This design comes from an exercise in tuning for small area on the open sky130 flow, not from production work.
Only simulation tests tie the RTL to the original design; equivalence was not proved.
No activity file was given, so power comes from the tool's default toggle rates.

==> flow/design.v <==
package geom_pkg;
  typedef logic [10:0] coord_x_t;
  typedef logic [9:0]  coord_y_t;
  localparam coord_x_t screen_width = 11'd1279;
  localparam int player_min_x = 10;
  localparam int player_max_x = 400;
  localparam int player_min_y = 10;
  localparam int player_max_y = 757;
  localparam int player_step  = 4;
  localparam coord_x_t player_start_x = 11'd100;
  localparam coord_y_t player_start_y = 10'd110;
  localparam int player_w = 47;
  localparam int player_h = 32;
  localparam int pipe_w   = 100;
  localparam int pipe_h   = 30;
  localparam int goodie_w = 20;
  localparam int goodie_h = 20;
  localparam int max_pipes   = 10;
  localparam int max_goodies = 9;
  localparam logic [max_pipes*11-1:0] pipe_start_x_flat = {
    11'd1280, 11'd1200, 11'd1280, 11'd1100, 11'd950,
    11'd800, 11'd650, 11'd500, 11'd450, 11'd400
  };
  localparam logic [max_pipes*10-1:0] pipe_start_y_flat = {
    10'd320, 10'd450, 10'd510, 10'd630, 10'd750,
    10'd620, 10'd520, 10'd400, 10'd300, 10'd200
  };
  localparam logic [max_goodies*11-1:0] goodie_start_x_flat = {
    11'd1150, 11'd1050, 11'd950, 11'd850, 11'd750,
    11'd650, 11'd550, 11'd450, 11'd350
  };
  localparam logic [max_goodies*10-1:0] goodie_start_y_flat = {
    10'd710, 10'd555, 10'd637, 10'd490, 10'd560,
    10'd380, 10'd400, 10'd300, 10'd200
  };
endpackage
package game_pkg;
  typedef enum logic [1:0] {
    state_idle = 2'b00,
    state_play = 2'b01,
    state_lose = 2'b10,
    state_win  = 2'b11
  } game_state_t;
  typedef logic [3:0] score_t;
  localparam int default_win_score = 9;
endpackage
`timescale 1ns/1ps
module game_core #(
  parameter int n_pipes     = geom_pkg::max_pipes,
  parameter int n_goodies   = geom_pkg::max_goodies,
  parameter int move_period = 1000,
  parameter int win_score   = game_pkg::default_win_score
) (
  input  logic        slower_clk,
  input  logic        reset,
  input  logic        btn_up,
  input  logic        btn_down,
  input  logic        btn_left,
  input  logic        btn_right,
  input  logic        start,
  output logic [10:0] player_x,
  output logic [9:0]  player_y,
  output logic [3:0]  score,
  output logic        collided,
  output logic [1:0]  state
);
  function automatic logic ge12(logic [11:0] x, logic [11:0] c);
    logic r;
    r = 1'b1;
    for (int k = 0; k < 12; k++) r = (x[k] & r) | (~c[k] & (x[k] | r));
    ge12 = r;
  endfunction
  function automatic logic le12(logic [11:0] x, logic [11:0] c);
    logic r;
    r = 1'b1;
    for (int k = 0; k < 12; k++) r = (~x[k] & r) | (c[k] & (~x[k] | r));
    le12 = r;
  endfunction
  function automatic logic win12(logic [11:0] x, logic [11:0] lo, logic [11:0] hi);
    win12 = ge12(x, lo) & le12(x, hi);
  endfunction
  function automatic logic [11:0] add12(logic [11:0] a, logic [11:0] b);
    logic c;
    c = 1'b0;
    for (int k = 0; k < 12; k++) begin
      add12[k] = a[k] ^ b[k] ^ c;
      c = (a[k] & b[k]) | (c & (a[k] ^ b[k]));
    end
  endfunction
  logic play, init;
  assign play = ~state[1] & state[0];
  assign init = reset | ~(state[1] | state[0]);
  logic won;
  assign won = score[3] & score[0];    
  always_ff @(posedge slower_clk) begin
    if (reset) begin
      state <= 2'd0;
    end else begin
      case (state)
        2'd0: if (start) state <= 2'd1;
        2'd1: begin
          if (collided)    state <= 2'd2;
          else if (won)    state <= 2'd3;
          else if (!start) state <= 2'd0;
        end
        default: if (!start) state <= 2'd0;
      endcase
    end
  end
  logic [6:0] kx;
  logic [7:0] ky;
  assign player_x = {2'b00, kx, 2'b00};
  assign player_y = {ky, 2'b10};
  logic mv_up, mv_dn, mv_lf, mv_rt, mv_y, mv_x;
  assign mv_up = btn_up & ge12({4'd0, ky}, 12'd3);
  assign mv_dn = ~btn_up & btn_down & le12({4'd0, ky}, 12'd187);
  assign mv_lf = ~btn_up & ~btn_down & btn_left & ge12({5'd0, kx}, 12'd4);
  assign mv_rt = ~btn_up & ~btn_down & ~btn_left & btn_right & le12({5'd0, kx}, 12'd99);
  assign mv_y  = mv_up | mv_dn;
  assign mv_x  = mv_lf | mv_rt;
  logic [7:0] ky_n;
  logic [6:0] kx_n;
  always_comb begin
    logic t;
    t = 1'b1;
    for (int k = 0; k < 8; k++) begin
      ky_n[k] = ky[k] ^ t;
      t = t & (ky[k] ^ mv_up);
    end
    t = 1'b1;
    for (int k = 0; k < 7; k++) begin
      kx_n[k] = kx[k] ^ t;
      t = t & (kx[k] ^ mv_lf);
    end
  end
  always_ff @(posedge slower_clk) begin
    if (init) begin
      kx <= 7'd25;
      ky <= 8'd27;
    end else if (play) begin
      if (mv_y) ky <= ky_n;
      if (mv_x) kx <= kx_n;
    end
  end
  logic [9:0] base;
  logic       tick;
  assign tick = play & (base == 10'd690);
  always_ff @(posedge slower_clk) begin
    if (init || tick) begin
      base <= 10'd0;
    end else if (play) begin
      base <= {base[8:0], ~(base[9] ^ base[6])};
    end
  end
  logic [2:0] r8;
  logic [1:0] r3, r9h;   
  logic [2:0] r5, r7;
  always_ff @(posedge slower_clk) begin
    if (init) begin
      r8  <= '0;
      r3  <= '0;
      r9h <= '0;
      r5  <= '0;
      r7  <= '0;
    end else if (tick) begin
      case (r8)
        3'd0: r8 <= 3'd1; 3'd1: r8 <= 3'd2; 3'd2: r8 <= 3'd3; 3'd3: r8 <= 3'd4;
        3'd4: r8 <= 3'd5; 3'd5: r8 <= 3'd6; 3'd6: r8 <= 3'd7; default: r8 <= 3'd0;
      endcase
      case (r3)
        2'd0: r3 <= 2'd1; 2'd1: r3 <= 2'd2; default: r3 <= 2'd0;
      endcase
      if (r3[1]) begin
        case (r9h)
          2'd0: r9h <= 2'd1; 2'd1: r9h <= 2'd2; default: r9h <= 2'd0;
        endcase
      end
      case (r5)
        3'd0: r5 <= 3'd1; 3'd1: r5 <= 3'd2; 3'd2: r5 <= 3'd3; 3'd3: r5 <= 3'd4;
        default: r5 <= 3'd0;
      endcase
      case (r7)
        3'd0: r7 <= 3'd1; 3'd1: r7 <= 3'd2; 3'd2: r7 <= 3'd3; 3'd3: r7 <= 3'd4;
        3'd4: r7 <= 3'd5; 3'd5: r7 <= 3'd6; default: r7 <= 3'd0;
      endcase
    end
  end
  logic [9:1] pstep;
  assign pstep[1] = r8[0];
  assign pstep[2] = r3[1];
  assign pstep[3] = r8[1] & r8[0];
  assign pstep[4] = r5[2];
  assign pstep[5] = r8[0] & r3[1];
  assign pstep[6] = r7[2] & r7[1];
  assign pstep[7] = r8[2] & r8[1] & r8[0];
  assign pstep[8] = r3[1] & r9h[1];
  assign pstep[9] = r8[0] & r5[2];
  logic [10:0] g, g_n;
  always_comb begin
    logic t;
    t = 1'b1;
    for (int k = 0; k < 11; k++) begin
      g_n[k] = g[k] ^ t;
      t = t & g[k];
    end
    if (g[10] & g[7] & g[6] & g[5] & g[4] & g[3] & g[2] & g[1] & g[0]) g_n = '0;
  end
  always_ff @(posedge slower_clk) begin
    if (init) begin
      g <= '0;
    end else if (tick) begin
      g <= g_n;
    end
  end
  function automatic logic [10:0] PSX(int i);
    case (i)
      1: PSX = 11'd450;  2: PSX = 11'd500;  3: PSX = 11'd650;
      4: PSX = 11'd800;  5: PSX = 11'd950;  6: PSX = 11'd1100;
      7: PSX = 11'd1280; 8: PSX = 11'd1200; default: PSX = 11'd1280;
    endcase
  endfunction
  logic [10:0] pxs [1:9];
  logic [10:0] pxs_n [1:9];
  always_comb begin
    logic t;
    for (int i = 1; i <= 9; i++) begin
      t = 1'b1;
      for (int k = 0; k < 11; k++) begin
        pxs_n[i][k] = pxs[i][k] ^ t;
        t = t & ~pxs[i][k];
      end
      if (t) pxs_n[i] = 11'd1279;
    end
  end
  always_ff @(posedge slower_clk) begin
    for (int i = 1; i <= 9; i++) begin
      if (init) begin
        pxs[i] <= PSX(i);
      end else if (tick && pstep[i]) begin
        pxs[i] <= pxs_n[i];
      end
    end
  end
  logic [11:0] py;
  assign py = {2'b00, player_y};
  logic [11:0] q;
  assign q = add12({1'b0, player_x}, {1'b0, g});
  function automatic int GY(int j);
    case (j)
      0: GY = 200; 1: GY = 300; 2: GY = 400; 3: GY = 380; 4: GY = 560;
      5: GY = 490; 6: GY = 637; 7: GY = 555; default: GY = 710;
    endcase
  endfunction
  logic [8:0] gov;
  always_comb begin
    for (int j = 0; j < 9; j++) begin
      gov[j] = win12(py, 12'(GY(j) - 31), 12'(GY(j) + 19)) &
               win12(q, 12'(350 + 100*j - 46), 12'(350 + 100*j + 19)) &
               le12({1'b0, g}, 12'(350 + 100*j));
    end
    gov[0] = gov[0] | (win12(py, 12'(GY(0) - 31), 12'(GY(0) + 19)) &
                       win12(q, 12'd1584, 12'd1649));
  end
  logic hit0;
  assign hit0 = win12(py, 12'd169, 12'd229) &
                ((win12(q, 12'd354, 12'd499) & le12({1'b0, g}, 12'd400)) |
                 ge12(q, 12'd1634));
  function automatic int PY(int i);
    case (i)
      1: PY = 300; 2: PY = 400; 3: PY = 520; 4: PY = 620; 5: PY = 750;
      6: PY = 630; 7: PY = 510; 8: PY = 450; default: PY = 320;
    endcase
  endfunction
  logic [9:1] prow;
  always_comb begin
    for (int i = 1; i <= 9; i++) begin
      prow[i] = win12(py, 12'(PY(i) - 31), 12'(PY(i) + 29));
    end
  end
  logic [10:0] xa, xb;
  assign xa = ({11{prow[1]}} & pxs[1]) | ({11{prow[2]}} & pxs[2]) | ({11{prow[4]}} & pxs[4]) |
              ({11{prow[5]}} & pxs[5]) | ({11{prow[7]}} & pxs[7]);
  assign xb = ({11{prow[3]}} & pxs[3]) | ({11{prow[6]}} & pxs[6]) | ({11{prow[8]}} & pxs[8]) |
              ({11{prow[9]}} & pxs[9]);
  logic [11:0] c, ea, eb;
  assign c  = add12(~{1'b0, player_x}, 12'd100);
  assign ea = add12({1'b0, xa}, c);
  assign eb = add12({1'b0, xb}, c);
  logic hita, hitb;
  assign hita = (prow[1] | prow[2] | prow[4] | prow[5] | prow[7]) & le12(ea, 12'd145);
  assign hitb = (prow[3] | prow[6] | prow[8] | prow[9]) & le12(eb, 12'd145);
  logic [8:0] taken;
  logic [8:0] newt;
  assign newt = gov & ~taken;
  logic [3:0] score_n;
  always_comb begin
    logic t;
    t = 1'b1;
    for (int k = 0; k < 4; k++) begin
      score_n[k] = score[k] ^ t;
      t = t & score[k];
    end
  end
  always_ff @(posedge slower_clk) begin
    if (init) begin
      collided <= 1'b0;
      taken    <= '0;
      score    <= '0;
    end else if (play) begin
      if (hit0 | hita | hitb) collided <= 1'b1;
      taken <= taken | newt;
      if (|newt) score <= score_n;
    end
  end
endmodule
==> flow/run.sh <==
#!/bin/bash
# synth_recipe.tcl (not shown) runs the flow's synth.tcl, then flattens the netlist and writes it again
# the make line also repeats each setting of config.mk as NAME=value (left out here)
make -C /OpenROAD-flow-scripts/flow DESIGN_CONFIG=/design/flow/config.mk WORK_HOME=/design/flow/orfs CLKGATE_MAP_FILE= SYNTH_SCRIPT=/design/flow/synth_recipe.tcl finish
==> flow/config.mk <==
export PLATFORM = sky130hd
export DESIGN_NAME = game_core
export DESIGN_NICKNAME = game_core
export VERILOG_FILES = /design/flow/design.v
export SDC_FILE = /design/flow/constraint.sdc
export NUM_CORES = 4
export LEC_CHECK = 0
export CAP_MARGIN = 20
export CORE_MARGIN = 2
export CORE_UTILIZATION = 40
export SLEW_MARGIN = 20
==> flow/constraint.sdc <==
create_clock -name core_clock -period 10.0 [get_ports {slower_clk}]
set_input_delay 2.0000 -clock core_clock [delete_from_list [all_inputs] [get_ports {slower_clk}]]
set_output_delay 2.0000 -clock core_clock [all_outputs]
set_load 0.01 [all_outputs]
==> results by group <==
Yosys
  • Dominant combinational cell family by area after synthesis: simple AND/OR/NAND/NOR gates
  • Share of Yosys cell area claimed by the top area cell type: 31.2%
  • Yosys Warn Count: 3
  • Post-synth EDFFs: 0
  • Unique cell type count in the Yosys netlist: 72
  • Post-synthesis compound-gate area fraction: 19.4%
  • Largest cells by area after synthesis: dfxtp_1 (31%), ha_1 (13%), inv_1 (5.4%)
  • #FFs+latches synth: 164
  • Main synth FF type: dfxtp_1
  • Share of async-settable or async-resettable flops after synthesis: 0%
  • Fraction of the yosys area taken by sequential cells: 31.2%
  • Post-synthesis average cell area: 8.14 um2
  • Number of instances in the synthesized netlist: 1294
  • Xor and xnor area share after synthesis: 1.58%
  • Biggest area consumer among synthesized cells: dfxtp_1
  • Mux contribution to synthesized area: 0.665%
  • Arithmetic-cell share of the synthesized area counting full adders, half adders and majority gates: 17.5%
  • Synth Area in Simple Gates: 20.8%
  • Netlist area before placement: 10500 um2

Detailed routing
  • Vias after detailed routing: 8888
  • Number of detailed-route iterations in the first pass: 7
  • Drt total wl: 26400 um
  • Number of violations reported at the end of detailed-routing iteration 0: 782
  • Per-cell via count in the routed design: 5.50
  • Count of nets left with antenna violations after detail routing: 0
  • Post-detailed-route DRC marker count: 0
  • Avg WL per Cell: 16.3 um

Floorplan
  • FP Rows: 59
  • IO Count: 35
  • Die area: 27600 um2
  • Initial core utilization: 40.5%
  • Chip Width: 166 um
  • Standard cell core area: 26000 um2
  • Die Y: 166 um

Clock tree
  • Clock root buffer: clkbuf_16
  • Sink Count: 164
  • Buffer levels on the longest clock path: 2
  • Source-to-sink clock delay at the later pin of the worst-skew pair: 0.44 ns
  • CTS-repair resized insts: 0
  • Number of buffers inserted to repair setup after CTS: 0
  • Clock buffer count from CTS: 17
  • H-tree levels: 4
  • Clock tree from TritonCTS: done
  • Number of hold-repair buffers added at the cts stage: 0
  • Clock transition at the registers of the reported paths: 0.07 ns

Global route
  • Met1 Use GR: 26.5%
  • GRT met3 Usage: 3.17%
  • Number of global-route vias before repair: 8342
  • Grt peak-use layer: met2
  • Maximum number of pins on one net before global-route repair: 84
  • Met2 Track Usage GR: 29.9%
  • Number of antenna violations at the first check in global routing: 0
  • Total grt overflow: 0
  • Global-route wire length before repair: 43200 um
  • Total routing usage reported by global routing: 19.2%

Placement
  • Input/output buffers: 28
  • Placed Cells incl. Taps: 1585
  • Placed wire-length estimate: 18900 um
  • Last weighted congestion value of the routability-driven placer: 0.892

Power
  • Tot Pwr: 0.00137 W
  • Maximum VDD drop: 0.115 mV
  • Static Leakage: 4.51 nW
  • Areal power density over the cells: 118 nW/um2

STA
  • Actual transition at the worst max-transition pin: 1.01 ns
  • Number of failing setup endpoints in the final timing report: 0
  • Clock Skew: 0.0127 ns
  • Achievable frequency: 150 MHz
  • Slew margin rel.: 32.7%
  • Period Utilization, post-route: 66.8%
  • Unrepaired setup endpoints after global routing: no
  • Post-layout min period: 6.68 ns
  • Setup Total Neg Slack: 0 ns
  • Final number of hold-violating endpoints: 0
  • Max-slew violation count: 0
  • Worst hold slack: 0.453 ns

Final layout
  • Count of antenna diodes in the layout: 0
  • Final instance count without filler cells: 1617
  • Proportion of layout cells with a drive suffix above 1: 4.37%
  • Count of filler cells inserted in the layout: 2568
  • NumNets Final: 1409
  • Area growth from synthesis to layout: 9.93%

Setup path
  • Kind of start point of the critical path: flip-flop
  • Data required time of the worst path: 10.38 ns
  • Type of the worst setup path: flip-flop to flip-flop
  • Worst EP arrival: 7.06 ns
  • Worst Path Max Fanout: 25
  • CP endpoint kind: flip-flop

Job
  • Max-cap violation count: 0

Hold path
  • Path class of the lowest-slack min-delay path: flip-flop to flip-flop

Status
  • Outcome: timing/DRC/antenna clean
==> synthesized netlist by cell type, types with 8 or more instances <==
library cell,count
a311oi_1,15
a22o_1,14
or3_1,19
a21oi_1,59
o21ai_0,60
xnor2_1,14
nand3b_1,12
nand3_1,34
clkbuf_1,68
dfxtp_1,164
inv_1,151
a211oi_1,44
o211ai_1,10
ha_1,109
nor3b_1,39
nand2_1,132
nor2_1,111
and3_1,10
fa_1,24
nor3_1,21
a222oi_1,12
nor2b_1,17
a22oi_1,16
a221oi_1,8
==> flip-flops by register name (all words and copies together) (netlist names) <==
signal	flops
base	10
collided	1
g	11
kx	7
ky	8
pxs	99
r3	2
r5	3
r7	3
r8	3
r9h	2
score	4
state	2
taken	9
==> worst max-delay path, cell delays in order (launching register included) <==
cell      delay, ns
dfxtp_1        0.86
nor2_1         0.18
or3_1          0.39
a21oi_1        0.71
a222oi_1       0.17
inv_1          0.11
a221oi_1       0.06
ha_1           0.26
fa_1           0.35
inv_1          0.07
fa_1           0.16
inv_1          0.05
fa_1           0.38
fa_1           0.41
fa_1           0.41
fa_1           0.39
fa_1           0.37
inv_1          0.08
fa_1           0.18
fa_1           0.41
nor2_1         0.11
nand3_1        0.08
o311ai_1       0.27
a22o_1         0.16
==> kinds of logic (layout without fill, tap and decap cells) <==
logic type | after synthesis | count (layout)
compound gates | 292 | 292
xor+xnor | 19 | 19
fa+ha+maj | 133 | 133
buf+inv | 237 | 221
flops | 164 | 164
mux | 7 | 7
other cells | 2 | 6
simple gates | 440 | 440
==> area by class of cell <==
cell class	instances	area [um2]	area share (%)
clock inverter	15	170	1.47
timing repair buffer	38	355	3.07
multi-input combinational	897	6360	54.9
sequential	164	3280	28.4
inverter	151	567	4.90
clock buffer	17	425	3.67
tap	335	419	3.62
==> routing by layer <==
metal | routed length (um) | vias to the layer above | share of wire, %
met3 | 1220 | 38 | 4.6
met4 | 737 | 0 | 2.8
li1 | - | 4467 | -
met2 | 11700 | 206 | 44
met5 | 0 | - | 0
met1 | 12700 | 4177 | 48
==> cell usage in the layout, fill, tap and decap left out, drive strengths merged, types with 21 or more instances in the layout <==
cell	count
fa	24
nand2	132
nand3	34
o21ai	60
dfxtp	164
nor3b	39
a211oi	45
nor2	111
ha	109
clkdlybuf4s50	28
a21oi	60
inv	158
nor3	21
==> per-stage QoR <==
stage          instance area [um2]  utilization, %  worst slack, ns
2_1_floorplan                10500               -             4.24
3_3_place_gp                 11000            42.2             3.50
3_5_place_dp                 11000            42.2             3.34
4_1_cts                      11600            44.5             3.34
5_1_grt                      11600            44.6             2.86
6_report                     11600            44.6             3.32
==> worst paths after layout <==
| kind | from | cells past startpoint | slack [ns] | end |
|---|---|---|---|---|
| setup / recovery | ky[3] | 23 | 3.32 | collided |
| hold / removal | taken[3] | 2 | 0.45 | taken[3] |
| setup reg to reg | ky[3] | 23 | 3.32 | collided |
| hold reg to reg | taken[3] | 2 | 0.45 | taken[3] |
==> where the power goes <==
group | total (W) | internal, W | leakage [nW] | switching, W
clock network | 0.000679 | 0.000375 | 0.281 | 0.000304
logic | 0.0000328 | 0.00000880 | 2.91 | 0.0000240
registers | 0.000654 | 0.000653 | 1.32 | 0.00000105
total | 0.00137 | 0.00104 | 4.51 | 0.000329

port drivers added, routing unchanged:
No port has a modelled driver above. Below, the same layout with a new extraction and two added sets of constraints. Step 1 (the two cells are an assumption about what drives the block):
set clk [get_ports {slower_clk}]
set_driving_cell -lib_cell sky130_fd_sc_hd__clkbuf_16 $clk
set_driving_cell -lib_cell sky130_fd_sc_hd__buf_2 [delete_from_list [all_inputs] $clk]
Step 2 times the ports against the registers' clock, not the clock port: input delays grow and output delays shrink by t, the midpoint of the rising clock arrivals with the driver on. a / b / c = ideal ports / drivers / drivers and shift; a / b = the first two.
t (ns): 0.482
slack for setup (ns): 3.316 / 3.316 / 3.316
worst setup path at the end: register to register
After both steps setup and hold are still met in this run. For this run, drivers alone change the setup slack by 0.000 ns; drivers and shift together by 0.000 ns.
